Source: an optimization exercise on an open RTL-to-GDS flow (aim: small area, a short achievable clock period and few clock cycles per item). Production flows keep margins and buffers that such runs may drop.
RTL that was checked went through simulation tests only; none was proved equivalent to the original.

==> run K: inputs <==
==> flow/design.v (excerpt) <==
module calibrated_field_angle (
	input  wire        clk,
	input  wire        arst_n,
	input  wire        sample_valid,
	output wire        sample_ready,
	input  wire [15:0] sample_field_x,
	input  wire [15:0] sample_field_y,
	input  wire        sample_read_failed,
	output wire        result_valid,
	input  wire        result_ready,
	output wire [15:0] result_angle,
	output wire        result_failed,
	input  wire        cfg_valid,
	output wire        cfg_ready,
	input  wire [2:0]  cfg_index,
	input  wire [15:0] cfg_data
);
Settings: LEC_CHECK=0, CAP_MARGIN=20, CORE_MARGIN=2, CORE_UTILIZATION=40, SLEW_MARGIN=20; clock period 10.0 ns.
standard.sh (not shown) runs the stock make flow with config.mk's settings and CLKGATE_MAP_FILE= SYNTH_SCRIPT=/design/flow/synth_recipe.tcl, a recipe that flattens the netlist after the stock synthesis.
==> flow/flow/run.sh <==
#!/bin/bash
set -uo pipefail
bash standard.sh SETUP_SLACK_MARGIN=6.5 CTS_CLUSTER_SIZE=22 CTS_CLUSTER_DIAMETER=120 finish > standard_flow.log 2>&1
rc=$?
tail -5 standard_flow.log
exit $rc
==> inputs of run H, as changes to run K <==
--- a/flow/design.v
+++ b/flow/design.v
@@ -48,43 +48,32 @@
 			x_scale3_q <= 18'd12288;
 			y_scale3_q <= 18'd12288;
 		end else begin
 			x_scale3_q <= {2'b00, x_scale_q} + {1'b0, x_scale_q, 1'b0};
 			y_scale3_q <= {2'b00, y_scale_q} + {1'b0, y_scale_q, 1'b0};
 		end
 	end
 	assign sample_ready = rdy_q;
-	reg         va, f_a;
-	reg  [15:0] fx_a, fy_a;
-	always @(posedge clk or negedge arst_n)
-		if (!arst_n) va <= 1'b0;
-		else va <= sample_valid && rdy_q;
-	always @(posedge clk)
-		begin
-			fx_a <= sample_field_x;
-			fy_a <= sample_field_y;
-			f_a  <= sample_read_failed;
-		end
-	wire [16:0] dxp = {fx_a[15], fx_a} - {x_offset_q[15], x_offset_q};
-	wire [16:0] dxn = {x_offset_q[15], x_offset_q} - {fx_a[15], fx_a};
-	wire [16:0] dyp = {fy_a[15], fy_a} - {y_offset_q[15], y_offset_q};
-	wire [16:0] dyn = {y_offset_q[15], y_offset_q} - {fy_a[15], fy_a};
+	wire [16:0] dxp = {sample_field_x[15], sample_field_x} - {x_offset_q[15], x_offset_q};
+	wire [16:0] dxn = {x_offset_q[15], x_offset_q} - {sample_field_x[15], sample_field_x};
+	wire [16:0] dyp = {sample_field_y[15], sample_field_y} - {y_offset_q[15], y_offset_q};
+	wire [16:0] dyn = {y_offset_q[15], y_offset_q} - {sample_field_y[15], sample_field_y};
 	reg         vb, f_b, sx_b, sy_b;
 	reg  [15:0] ax_b, ay_b;
 	always @(posedge clk or negedge arst_n)
 		if (!arst_n) vb <= 1'b0;
-		else vb <= va;
+		else vb <= sample_valid && rdy_q;
 	always @(posedge clk)
 		begin
 			ax_b <= dxp[16] ? dxn[15:0] : dxp[15:0];
 			ay_b <= dyp[16] ? dyn[15:0] : dyp[15:0];
 			sx_b <= dxp[16];
 			sy_b <= dyp[16];
-			f_b  <= f_a;
+			f_b  <= sample_read_failed;
 		end
 	wire        xz = (ax_b == 16'd0) || (x_scale_q == 16'd0);
 	wire        yz = (ay_b == 16'd0) || (y_scale_q == 16'd0);
 	wire [17:0] rx0 = ax_b[1:0] == 2'd0 ? 18'd0 : ax_b[1:0] == 2'd1 ? {2'b00, x_scale_q} :
 		ax_b[1:0] == 2'd2 ? {1'b0, x_scale_q, 1'b0} : x_scale3_q;
 	wire [17:0] rx1 = ax_b[3:2] == 2'd0 ? 18'd0 : ax_b[3:2] == 2'd1 ? {2'b00, x_scale_q} :
 		ax_b[3:2] == 2'd2 ? {1'b0, x_scale_q, 1'b0} : x_scale3_q;
 	wire [17:0] rx2 = ax_b[5:4] == 2'd0 ? 18'd0 : ax_b[5:4] == 2'd1 ? {2'b00, x_scale_q} :
@@ -1142,17 +1131,16 @@
 	reg  [16:0] fifo12_q;
 	reg  [16:0] fifo13_q;
 	reg  [16:0] fifo14_q;
 	reg  [16:0] fifo15_q;
 	reg  [16:0] fifo16_q;
 	reg  [16:0] fifo17_q;
 	reg  [16:0] fifo18_q;
 	reg  [16:0] fifo19_q;
-	reg  [16:0] fifo20_q;
 	reg  [16:0] fifo_rd;
 	always @* begin
 		case (rd_q)
 			0: fifo_rd = fifo0_q;
 			1: fifo_rd = fifo1_q;
 			2: fifo_rd = fifo2_q;
 			3: fifo_rd = fifo3_q;
 			4: fifo_rd = fifo4_q;
@@ -1166,17 +1154,16 @@
 			12: fifo_rd = fifo12_q;
 			13: fifo_rd = fifo13_q;
 			14: fifo_rd = fifo14_q;
 			15: fifo_rd = fifo15_q;
 			16: fifo_rd = fifo16_q;
 			17: fifo_rd = fifo17_q;
 			18: fifo_rd = fifo18_q;
 			19: fifo_rd = fifo19_q;
-			20: fifo_rd = fifo20_q;
 			default: fifo_rd = 17'd0;
 		endcase
 	end
 	reg  [5-1:0] wr_q, rd_q;
 	reg  [5:0] cnt_q;                   
 	reg  [5-1:0] occ_q;                 
 	assign adv = 1'b1;
 	wire        take  = out_v_q && result_ready;
@@ -1191,21 +1178,21 @@
 			out_v_q <= 1'b0;
 			wr_q    <= {5{1'b0}};
 			rd_q    <= {5{1'b0}};
 			cnt_q   <= {(5+1){1'b0}};
 			occ_q   <= {5{1'b0}};
 			rdy_q   <= 1'b1;
 		end else begin
 			if (load) out_v_q <= from_fifo || vp;
-			if (push) wr_q <= (wr_q == 20) ? {5{1'b0}} : wr_q + 1'b1;
-			if (from_fifo) rd_q <= (rd_q == 20) ? {5{1'b0}} : rd_q + 1'b1;
+			if (push) wr_q <= (wr_q == 19) ? {5{1'b0}} : wr_q + 1'b1;
+			if (from_fifo) rd_q <= (rd_q == 19) ? {5{1'b0}} : rd_q + 1'b1;
 			cnt_q <= cnt_q + {{5{1'b0}}, push} - {{5{1'b0}}, from_fifo};
 			occ_q <= occ_n;
-			rdy_q <= occ_n < 5'd22;
+			rdy_q <= occ_n < 5'd21;
 		end
 	end
 	always @(posedge clk) begin
 		if (push && wr_q == 0) fifo0_q <= {fp, ang};
 		if (push && wr_q == 1) fifo1_q <= {fp, ang};
 		if (push && wr_q == 2) fifo2_q <= {fp, ang};
 		if (push && wr_q == 3) fifo3_q <= {fp, ang};
 		if (push && wr_q == 4) fifo4_q <= {fp, ang};
@@ -1219,17 +1206,16 @@
 		if (push && wr_q == 12) fifo12_q <= {fp, ang};
 		if (push && wr_q == 13) fifo13_q <= {fp, ang};
 		if (push && wr_q == 14) fifo14_q <= {fp, ang};
 		if (push && wr_q == 15) fifo15_q <= {fp, ang};
 		if (push && wr_q == 16) fifo16_q <= {fp, ang};
 		if (push && wr_q == 17) fifo17_q <= {fp, ang};
 		if (push && wr_q == 18) fifo18_q <= {fp, ang};
 		if (push && wr_q == 19) fifo19_q <= {fp, ang};
-		if (push && wr_q == 20) fifo20_q <= {fp, ang};
 		if (from_fifo) {out_fail_q, out_ang_q} <= fifo_rd;
 		else if (direct) {out_fail_q, out_ang_q} <= {fp, ang};
 	end
 	assign result_valid  = out_v_q;
 	assign result_angle  = out_ang_q;
 	assign result_failed = out_fail_q;
 endmodule
 `default_nettype wire
==> flow/flow/run.sh (replaced) <==
#!/bin/bash
set -uo pipefail
bash standard.sh SETUP_SLACK_MARGIN=6.3 finish > standard_flow.log 2>&1
rc=$?
tail -5 standard_flow.log
exit $rc
==> inputs of run E, as changes to run K <==
==> flow/flow/run.sh (replaced) <==
#!/bin/bash
set -uo pipefail
bash standard.sh SETUP_SLACK_MARGIN=6.5 finish > standard_flow.log 2>&1
rc=$?
tail -5 standard_flow.log
exit $rc
==> comparison table <==
metric                                                             run H            run K            run E
Final setup skew                                                  107 ps           106 ps          71.8 ps
Non-clock buffer instance count of the final layout                  334              503              488
Count of state elements after synthesis                            1,854            1,905            1,905
Outcome                                                   finished clean   finished clean   finished clean
DP Wirelength                                            222,000 microns  230,000 microns  230,000 microns
Delay of the slowest critical-path stage                          370 ps           370 ps           490 ps
Die Span X                                                   524 microns      526 microns      526 microns
Number of clock-tree buffers in the layout                           288              138              286
Stages on worst setup path                                            16               15                1
Largest net degree at the start of global routing                     87               63               63
Core Util, Final                                                   0.461            0.454            0.468
Standard-cell rows                                                   190              191              191
Share of post-route cells with drive strength above 1             0.0955            0.105            0.118
Type of origin of the critical path                            input pin         register         register
Seq/Total Area, Yosys                                              0.384            0.392            0.392
CP Launch Point                                        sample_field_x[0]         y_s6[27]    out_ang_q[15]
Mean cell area of the mapped netlist                          9.70 sq um       9.77 sq um       9.77 sq um
Area of the multi-input gates                               64,800 sq um     65,100 sq um     64,900 sq um
Total Die Area                                             274,000 sq um    276,000 sq um    276,000 sq um
Testbench counts of run K, summed over its fixed seeds: cycles 32,168, items 32,000.
Testbench counts of run H, summed over its fixed seeds: cycles 32,160, items 32,000.
Testbench counts of run E, summed over its fixed seeds: cycles 32,168, items 32,000.


==> indigo: inputs <==
Another version of the RTL of calibrated_field_angle (not shown whole).
// calibrated_field_angle
module calibrated_field_angle (
	input  wire        clk,
	input  wire        arst_n,
	input  wire        sample_valid,
	output wire        sample_ready,
	input  wire [15:0] sample_field_x,
	input  wire [15:0] sample_field_y,
	input  wire        sample_read_failed,
	output wire        result_valid,
	input  wire        result_ready,
	output wire [15:0] result_angle,
	output wire        result_failed,
	input  wire        cfg_valid,
	output wire        cfg_ready,
	input  wire [2:0]  cfg_index,
	input  wire [15:0] cfg_data
);
==> flow/config.mk <==
export PLATFORM = sky130hd
export DESIGN_NAME = calibrated_field_angle
export DESIGN_NICKNAME = calibrated_field_angle
export VERILOG_FILES = /design/flow/design.v
export SDC_FILE = /design/flow/constraint.sdc
export NUM_CORES = 4
export LEC_CHECK = 0
export CAP_MARGIN = 20
export CORE_MARGIN = 2
export CORE_UTILIZATION = 40
export SLEW_MARGIN = 20
==> flow/constraint.sdc <==
create_clock -name core_clock -period 10.0 [get_ports {clk}]
set_input_delay 2.0000 -clock core_clock [delete_from_list [all_inputs] [get_ports {clk}]]
set_output_delay 2.0000 -clock core_clock [all_outputs]
set_load 0.01 [all_outputs]
run.sh (not shown) runs the stock make flow with config.mk's settings and CLKGATE_MAP_FILE= SYNTH_SCRIPT=/design/flow/synth_recipe.tcl, a recipe that flattens the netlist after the stock synthesis.
Stock flow here: none of the scripts above is used.
==> tundra (differences from indigo) <==
--- a/flow/design.v
+++ b/flow/design.v
@@ -552,18 +552,16 @@
 		end
 	wire d1 = !y_c[32];
 	wire signed [35:0] xe1 = $signed({3'd0, x_c});
 	wire signed [35:0] ye1 = $signed(y_c);
 	wire signed [35:0] xs1 = xe1 >>> 1;
 	wire signed [35:0] ysh1 = ye1 >>> 1;
-	wire [35:0] ya1 = ye1 + xs1;
-	wire [35:0] yb1 = ye1 - xs1;
-	wire [32:0] y2 = d1 ? yb1[32:0] : ya1[32:0];
-	wire [35:0] xa1 = xe1 - ysh1;
-	wire [35:0] xb1 = xe1 + ysh1;
-	wire [32:0] x2 = d1 ? xb1[32:0] : xa1[32:0];
+	wire [36:0] yt1 = {ye1, 1'b1} + {xs1 ^ {36{d1}}, d1};
+	wire [32:0] y2 = yt1[33:1];
+	wire [36:0] xt1 = {xe1, 1'b1} + {ysh1 ^ {36{!d1}}, !d1};
+	wire [32:0] x2 = xt1[33:1];
 	reg v_s0, f_s0, z_s0;
 	reg [2:0] dec_s0;
 	reg [32:0] x_s0;
 	reg [32:0] y_s0;
 	always @(posedge clk or negedge arst_n)
 		if (!arst_n) v_s0 <= 1'b0;
@@ -578,18 +576,16 @@
 		end
 	wire d2 = !y_s0[32];
 	wire signed [35:0] xe2 = $signed({3'd0, x_s0});
 	wire signed [35:0] ye2 = $signed(y_s0);
 	wire signed [35:0] xs2 = xe2 >>> 2;
 	wire signed [35:0] ysh2 = ye2 >>> 2;
-	wire [35:0] ya2 = ye2 + xs2;
-	wire [35:0] yb2 = ye2 - xs2;
-	wire [32:0] y3 = d2 ? yb2[32:0] : ya2[32:0];
-	wire [35:0] xa2 = xe2 - ysh2;
-	wire [35:0] xb2 = xe2 + ysh2;
-	wire [33:0] x3 = d2 ? xb2[33:0] : xa2[33:0];
+	wire [36:0] yt2 = {ye2, 1'b1} + {xs2 ^ {36{d2}}, d2};
+	wire [32:0] y3 = yt2[33:1];
+	wire [36:0] xt2 = {xe2, 1'b1} + {ysh2 ^ {36{!d2}}, !d2};
+	wire [33:0] x3 = xt2[34:1];
 	reg v_s1, f_s1, z_s1;
 	reg [3:0] dec_s1;
 	reg [33:0] x_s1;
 	reg [32:0] y_s1;
 	always @(posedge clk or negedge arst_n)
 		if (!arst_n) v_s1 <= 1'b0;
@@ -604,18 +600,16 @@
 		end
 	wire d3 = !y_s1[32];
 	wire signed [35:0] xe3 = $signed({2'd0, x_s1});
 	wire signed [35:0] ye3 = $signed(y_s1);
 	wire signed [35:0] xs3 = xe3 >>> 3;
 	wire signed [35:0] ysh3 = ye3 >>> 3;
-	wire [35:0] ya3 = ye3 + xs3;
-	wire [35:0] yb3 = ye3 - xs3;
-	wire [31:0] y4 = d3 ? yb3[31:0] : ya3[31:0];
-	wire [35:0] xa3 = xe3 - ysh3;
-	wire [35:0] xb3 = xe3 + ysh3;
-	wire [33:0] x4 = d3 ? xb3[33:0] : xa3[33:0];
+	wire [36:0] yt3 = {ye3, 1'b1} + {xs3 ^ {36{d3}}, d3};
+	wire [31:0] y4 = yt3[32:1];
+	wire [36:0] xt3 = {xe3, 1'b1} + {ysh3 ^ {36{!d3}}, !d3};
+	wire [33:0] x4 = xt3[34:1];
 	reg v_s2, f_s2, z_s2;
 	reg [4:0] dec_s2;
 	reg [33:0] x_s2;
 	reg [31:0] y_s2;
 	always @(posedge clk or negedge arst_n)
 		if (!arst_n) v_s2 <= 1'b0;
@@ -630,18 +624,16 @@
 		end
 	wire d4 = !y_s2[31];
 	wire signed [35:0] xe4 = $signed({2'd0, x_s2});
 	wire signed [35:0] ye4 = $signed(y_s2);
 	wire signed [35:0] xs4 = xe4 >>> 4;
 	wire signed [35:0] ysh4 = ye4 >>> 4;
-	wire [35:0] ya4 = ye4 + xs4;
-	wire [35:0] yb4 = ye4 - xs4;
-	wire [30:0] y5 = d4 ? yb4[30:0] : ya4[30:0];
-	wire [35:0] xa4 = xe4 - ysh4;
-	wire [35:0] xb4 = xe4 + ysh4;
-	wire [33:0] x5 = d4 ? xb4[33:0] : xa4[33:0];
+	wire [36:0] yt4 = {ye4, 1'b1} + {xs4 ^ {36{d4}}, d4};
+	wire [30:0] y5 = yt4[31:1];
+	wire [36:0] xt4 = {xe4, 1'b1} + {ysh4 ^ {36{!d4}}, !d4};
+	wire [33:0] x5 = xt4[34:1];
 	reg v_s3, f_s3, z_s3;
 	reg [5:0] dec_s3;
 	reg [33:0] x_s3;
 	reg [30:0] y_s3;
 	always @(posedge clk or negedge arst_n)
 		if (!arst_n) v_s3 <= 1'b0;
@@ -656,18 +648,16 @@
 		end
 	wire d5 = !y_s3[30];
 	wire signed [35:0] xe5 = $signed({2'd0, x_s3});
 	wire signed [35:0] ye5 = $signed(y_s3);
 	wire signed [35:0] xs5 = xe5 >>> 5;
 	wire signed [35:0] ysh5 = ye5 >>> 5;
-	wire [35:0] ya5 = ye5 + xs5;
-	wire [35:0] yb5 = ye5 - xs5;
-	wire [29:0] y6 = d5 ? yb5[29:0] : ya5[29:0];
-	wire [35:0] xa5 = xe5 - ysh5;
-	wire [35:0] xb5 = xe5 + ysh5;
-	wire [33:0] x6 = d5 ? xb5[33:0] : xa5[33:0];
+	wire [36:0] yt5 = {ye5, 1'b1} + {xs5 ^ {36{d5}}, d5};
+	wire [29:0] y6 = yt5[30:1];
+	wire [36:0] xt5 = {xe5, 1'b1} + {ysh5 ^ {36{!d5}}, !d5};
+	wire [33:0] x6 = xt5[34:1];
 	reg v_s4, f_s4, z_s4;
 	reg [6:0] dec_s4;
 	reg [33:0] x_s4;
 	reg [29:0] y_s4;
 	always @(posedge clk or negedge arst_n)
 		if (!arst_n) v_s4 <= 1'b0;
@@ -682,18 +672,16 @@
 		end
 	wire d6 = !y_s4[29];
 	wire signed [35:0] xe6 = $signed({2'd0, x_s4});
 	wire signed [35:0] ye6 = $signed(y_s4);
 	wire signed [35:0] xs6 = xe6 >>> 6;
 	wire signed [35:0] ysh6 = ye6 >>> 6;
-	wire [35:0] ya6 = ye6 + xs6;
-	wire [35:0] yb6 = ye6 - xs6;
-	wire [28:0] y7 = d6 ? yb6[28:0] : ya6[28:0];
-	wire [35:0] xa6 = xe6 - ysh6;
-	wire [35:0] xb6 = xe6 + ysh6;
-	wire [33:0] x7 = d6 ? xb6[33:0] : xa6[33:0];
+	wire [36:0] yt6 = {ye6, 1'b1} + {xs6 ^ {36{d6}}, d6};
+	wire [28:0] y7 = yt6[29:1];
+	wire [36:0] xt6 = {xe6, 1'b1} + {ysh6 ^ {36{!d6}}, !d6};
+	wire [33:0] x7 = xt6[34:1];
 	reg v_s5, f_s5, z_s5;
 	reg [7:0] dec_s5;
 	reg [33:0] x_s5;
 	reg [28:0] y_s5;
 	always @(posedge clk or negedge arst_n)
 		if (!arst_n) v_s5 <= 1'b0;
@@ -708,18 +696,16 @@
 		end
 	wire d7 = !y_s5[28];
 	wire signed [35:0] xe7 = $signed({2'd0, x_s5});
 	wire signed [35:0] ye7 = $signed(y_s5);
 	wire signed [35:0] xs7 = xe7 >>> 7;
 	wire signed [35:0] ysh7 = ye7 >>> 7;
-	wire [35:0] ya7 = ye7 + xs7;
-	wire [35:0] yb7 = ye7 - xs7;
-	wire [27:0] y8 = d7 ? yb7[27:0] : ya7[27:0];
-	wire [35:0] xa7 = xe7 - ysh7;
-	wire [35:0] xb7 = xe7 + ysh7;
-	wire [33:0] x8 = d7 ? xb7[33:0] : xa7[33:0];
+	wire [36:0] yt7 = {ye7, 1'b1} + {xs7 ^ {36{d7}}, d7};
+	wire [27:0] y8 = yt7[28:1];
+	wire [36:0] xt7 = {xe7, 1'b1} + {ysh7 ^ {36{!d7}}, !d7};
+	wire [33:0] x8 = xt7[34:1];
 	reg v_s6, f_s6, z_s6;
 	reg [8:0] dec_s6;
 	reg [33:0] x_s6;
 	reg [27:0] y_s6;
 	always @(posedge clk or negedge arst_n)
 		if (!arst_n) v_s6 <= 1'b0;
@@ -734,18 +720,16 @@
 		end
 	wire d8 = !y_s6[27];
 	wire signed [35:0] xe8 = $signed({2'd0, x_s6});
 	wire signed [35:0] ye8 = $signed(y_s6);
 	wire signed [35:0] xs8 = xe8 >>> 8;
 	wire signed [35:0] ysh8 = ye8 >>> 8;
-	wire [35:0] ya8 = ye8 + xs8;
-	wire [35:0] yb8 = ye8 - xs8;
-	wire [26:0] y9 = d8 ? yb8[26:0] : ya8[26:0];
-	wire [35:0] xa8 = xe8 - ysh8;
-	wire [35:0] xb8 = xe8 + ysh8;
-	wire [33:0] x9 = d8 ? xb8[33:0] : xa8[33:0];
+	wire [36:0] yt8 = {ye8, 1'b1} + {xs8 ^ {36{d8}}, d8};
+	wire [26:0] y9 = yt8[27:1];
+	wire [36:0] xt8 = {xe8, 1'b1} + {ysh8 ^ {36{!d8}}, !d8};
+	wire [33:0] x9 = xt8[34:1];
 	reg v_s7, f_s7, z_s7;
 	reg [9:0] dec_s7;
 	reg [33:0] x_s7;
 	reg [26:0] y_s7;
 	always @(posedge clk or negedge arst_n)
 		if (!arst_n) v_s7 <= 1'b0;
@@ -760,18 +744,16 @@
 		end
 	wire d9 = !y_s7[26];
 	wire signed [35:0] xe9 = $signed({2'd0, x_s7});
 	wire signed [35:0] ye9 = $signed(y_s7);
 	wire signed [35:0] xs9 = xe9 >>> 9;
 	wire signed [35:0] ysh9 = ye9 >>> 9;
-	wire [35:0] ya9 = ye9 + xs9;
-	wire [35:0] yb9 = ye9 - xs9;
-	wire [25:0] y10 = d9 ? yb9[25:0] : ya9[25:0];
-	wire [35:0] xa9 = xe9 - ysh9;
-	wire [35:0] xb9 = xe9 + ysh9;
-	wire [33:0] x10 = d9 ? xb9[33:0] : xa9[33:0];
+	wire [36:0] yt9 = {ye9, 1'b1} + {xs9 ^ {36{d9}}, d9};
+	wire [25:0] y10 = yt9[26:1];
+	wire [36:0] xt9 = {xe9, 1'b1} + {ysh9 ^ {36{!d9}}, !d9};
+	wire [33:0] x10 = xt9[34:1];
 	reg v_s8, f_s8, z_s8;
 	reg [10:0] dec_s8;
 	reg [33:0] x_s8;
 	reg [25:0] y_s8;
 	always @(posedge clk or negedge arst_n)
 		if (!arst_n) v_s8 <= 1'b0;
@@ -786,18 +768,16 @@
 		end
 	wire d10 = !y_s8[25];
 	wire signed [35:0] xe10 = $signed({2'd0, x_s8});
 	wire signed [35:0] ye10 = $signed(y_s8);
 	wire signed [35:0] xs10 = xe10 >>> 10;
 	wire signed [35:0] ysh10 = ye10 >>> 10;
-	wire [35:0] ya10 = ye10 + xs10;
-	wire [35:0] yb10 = ye10 - xs10;
-	wire [24:0] y11 = d10 ? yb10[24:0] : ya10[24:0];
-	wire [35:0] xa10 = xe10 - ysh10;
-	wire [35:0] xb10 = xe10 + ysh10;
-	wire [33:0] x11 = d10 ? xb10[33:0] : xa10[33:0];
+	wire [36:0] yt10 = {ye10, 1'b1} + {xs10 ^ {36{d10}}, d10};
+	wire [24:0] y11 = yt10[25:1];
+	wire [36:0] xt10 = {xe10, 1'b1} + {ysh10 ^ {36{!d10}}, !d10};
+	wire [33:0] x11 = xt10[34:1];
 	reg v_s9, f_s9, z_s9;
 	reg [11:0] dec_s9;
 	reg [33:0] x_s9;
 	reg [24:0] y_s9;
 	always @(posedge clk or negedge arst_n)
 		if (!arst_n) v_s9 <= 1'b0;
@@ -812,18 +792,16 @@
 		end
 	wire d11 = !y_s9[24];
 	wire signed [35:0] xe11 = $signed({2'd0, x_s9});
 	wire signed [35:0] ye11 = $signed(y_s9);
 	wire signed [35:0] xs11 = xe11 >>> 11;
 	wire signed [35:0] ysh11 = ye11 >>> 11;
-	wire [35:0] ya11 = ye11 + xs11;
-	wire [35:0] yb11 = ye11 - xs11;
-	wire [23:0] y12 = d11 ? yb11[23:0] : ya11[23:0];
-	wire [35:0] xa11 = xe11 - ysh11;
-	wire [35:0] xb11 = xe11 + ysh11;
-	wire [33:0] x12 = d11 ? xb11[33:0] : xa11[33:0];
+	wire [36:0] yt11 = {ye11, 1'b1} + {xs11 ^ {36{d11}}, d11};
+	wire [23:0] y12 = yt11[24:1];
+	wire [36:0] xt11 = {xe11, 1'b1} + {ysh11 ^ {36{!d11}}, !d11};
+	wire [33:0] x12 = xt11[34:1];
 	reg v_s10, f_s10, z_s10;
 	reg [12:0] dec_s10;
 	reg [33:0] x_s10;
 	reg [23:0] y_s10;
 	always @(posedge clk or negedge arst_n)
 		if (!arst_n) v_s10 <= 1'b0;
@@ -838,18 +816,16 @@
 		end
 	wire d12 = !y_s10[23];
 	wire signed [35:0] xe12 = $signed({2'd0, x_s10});
 	wire signed [35:0] ye12 = $signed(y_s10);
 	wire signed [35:0] xs12 = xe12 >>> 12;
 	wire signed [35:0] ysh12 = ye12 >>> 12;
-	wire [35:0] ya12 = ye12 + xs12;
-	wire [35:0] yb12 = ye12 - xs12;
-	wire [22:0] y13 = d12 ? yb12[22:0] : ya12[22:0];
-	wire [35:0] xa12 = xe12 - ysh12;
-	wire [35:0] xb12 = xe12 + ysh12;
-	wire [33:0] x13 = d12 ? xb12[33:0] : xa12[33:0];
+	wire [36:0] yt12 = {ye12, 1'b1} + {xs12 ^ {36{d12}}, d12};
+	wire [22:0] y13 = yt12[23:1];
+	wire [36:0] xt12 = {xe12, 1'b1} + {ysh12 ^ {36{!d12}}, !d12};
+	wire [33:0] x13 = xt12[34:1];
 	reg v_s11, f_s11, z_s11;
 	reg [13:0] dec_s11;
 	reg [33:0] x_s11;
 	reg [22:0] y_s11;
 	always @(posedge clk or negedge arst_n)
 		if (!arst_n) v_s11 <= 1'b0;
@@ -864,18 +840,16 @@
 		end
 	wire d13 = !y_s11[22];
 	wire signed [35:0] xe13 = $signed({2'd0, x_s11});
 	wire signed [35:0] ye13 = $signed(y_s11);
 	wire signed [35:0] xs13 = xe13 >>> 13;
 	wire signed [35:0] ysh13 = ye13 >>> 13;
-	wire [35:0] ya13 = ye13 + xs13;
-	wire [35:0] yb13 = ye13 - xs13;
-	wire [21:0] y14 = d13 ? yb13[21:0] : ya13[21:0];
-	wire [35:0] xa13 = xe13 - ysh13;
-	wire [35:0] xb13 = xe13 + ysh13;
-	wire [33:0] x14 = d13 ? xb13[33:0] : xa13[33:0];
+	wire [36:0] yt13 = {ye13, 1'b1} + {xs13 ^ {36{d13}}, d13};
+	wire [21:0] y14 = yt13[22:1];
+	wire [36:0] xt13 = {xe13, 1'b1} + {ysh13 ^ {36{!d13}}, !d13};
+	wire [33:0] x14 = xt13[34:1];
 	reg v_s12, f_s12, z_s12;
 	reg [14:0] dec_s12;
 	reg [33:0] x_s12;
 	reg [21:0] y_s12;
 	always @(posedge clk or negedge arst_n)
 		if (!arst_n) v_s12 <= 1'b0;
@@ -890,15 +864,14 @@
 		end
 	wire d14 = !y_s12[21];
 	wire signed [35:0] xe14 = $signed({2'd0, x_s12});
 	wire signed [35:0] ye14 = $signed(y_s12);
 	wire signed [35:0] xs14 = xe14 >>> 14;
 	wire signed [35:0] ysh14 = ye14 >>> 14;
-	wire [35:0] ya14 = ye14 + xs14;
-	wire [35:0] yb14 = ye14 - xs14;
-	wire [20:0] y15 = d14 ? yb14[20:0] : ya14[20:0];
+	wire [36:0] yt14 = {ye14, 1'b1} + {xs14 ^ {36{d14}}, d14};
+	wire [20:0] y15 = yt14[21:1];
 	reg v_s13, f_s13, z_s13;
 	reg [15:0] dec_s13;
 	reg [33:0] x_s13;
 	reg [20:0] y_s13;
 	always @(posedge clk or negedge arst_n)
 		if (!arst_n) v_s13 <= 1'b0;
==> flow/flow/run.sh (new file) <==
#!/bin/bash
set -uo pipefail
bash standard.sh SETUP_SLACK_MARGIN=6.3 finish > standard_flow.log 2>&1
rc=$?
tail -5 standard_flow.log
exit $rc
==> flow/standard.sh (new file) <==
#!/bin/bash
# synth_recipe.tcl (not shown) runs the flow's synth.tcl, then flattens the netlist and writes it again
# the make line also repeats each setting of config.mk as NAME=value (left out here)
make -C /OpenROAD-flow-scripts/flow DESIGN_CONFIG=/design/flow/config.mk WORK_HOME=/design/flow/orfs CLKGATE_MAP_FILE= SYNTH_SCRIPT=/design/flow/synth_recipe.tcl "${@:-finish}"
removed: flow/run.sh
==> flow_summary.yaml <==
final_layout:
  fillerInstances: 24600
  post-route-util_pct: 47.4
synthesis:
  yosys.area_share.simple_pct: 9.89
  syn_area_per_cell_um2: 10.6
  yosysTopAreaCellShare_pct: 37.9
worst_setup_path:
  crit_path_start: "dec_s14[11]"
floorplanning:
  design.die.area_um2: 276000
timing:
  holdWs_ns: 0.361
detailed_routing:
  viasPerCell: 5.50
status:
  status: "complete, no violations"
[end of results for tundra]
==> flow_summary.yaml <==
status:
  status: "complete, no violations"
synthesis:
  yosysTopAreaCellShare_pct: 34.4
  syn_area_per_cell_um2: 9.88
  yosys.area_share.simple_pct: 12.2
timing:
  holdWs_ns: 0.381
detailed_routing:
  viasPerCell: 5.50
final_layout:
  fillerInstances: 28600
  post-route-util_pct: 43.8
[end of results for indigo]
No functional check of the RTL was part of any run of this note.

==> re-timing with driven ports <==
The results above use ideal ports. As a check the final layouts listed here were re-extracted and re-timed, cells and wires unchanged. Step 1 sets driving cells, clkbuf_16 on the clock port and buf_2 on the other inputs (assumed; they add their load-dependent delay and slew). Step 2, shift: input delay + t, output delay - t, t = (earliest + latest rising clock arrival at the registers) / 2. This alone moves slack from input paths to output paths. a / b / c = ideal / step 1 / step 2; a / b = the first two.
run | t, ns | setup WS [ns] | worst hold slack (ns)
run K | 0.872 | 6.412 / 6.403 / 5.968 | 0.284 / 0.284 / 0.284
run H | 0.954 | 5.954 / 5.992 / 5.038 | 0.257 / 0.257 / 0.257
run E | 0.941 | 6.424 / 6.336 / 5.961 | 0.319 / 0.319 / 0.319
indigo | 0.923 | 4.698 / 4.698 / 4.698 | 0.381 / 0.381 / 0.381
tundra | 0.945 | 5.621 / 5.621 / 5.621 | 0.361 / 0.361 / 0.361
After both steps every run listed still meets setup and hold. For run H, which loses most, drivers alone change the setup slack by +0.038 ns; drivers and shift together by -0.916 ns.
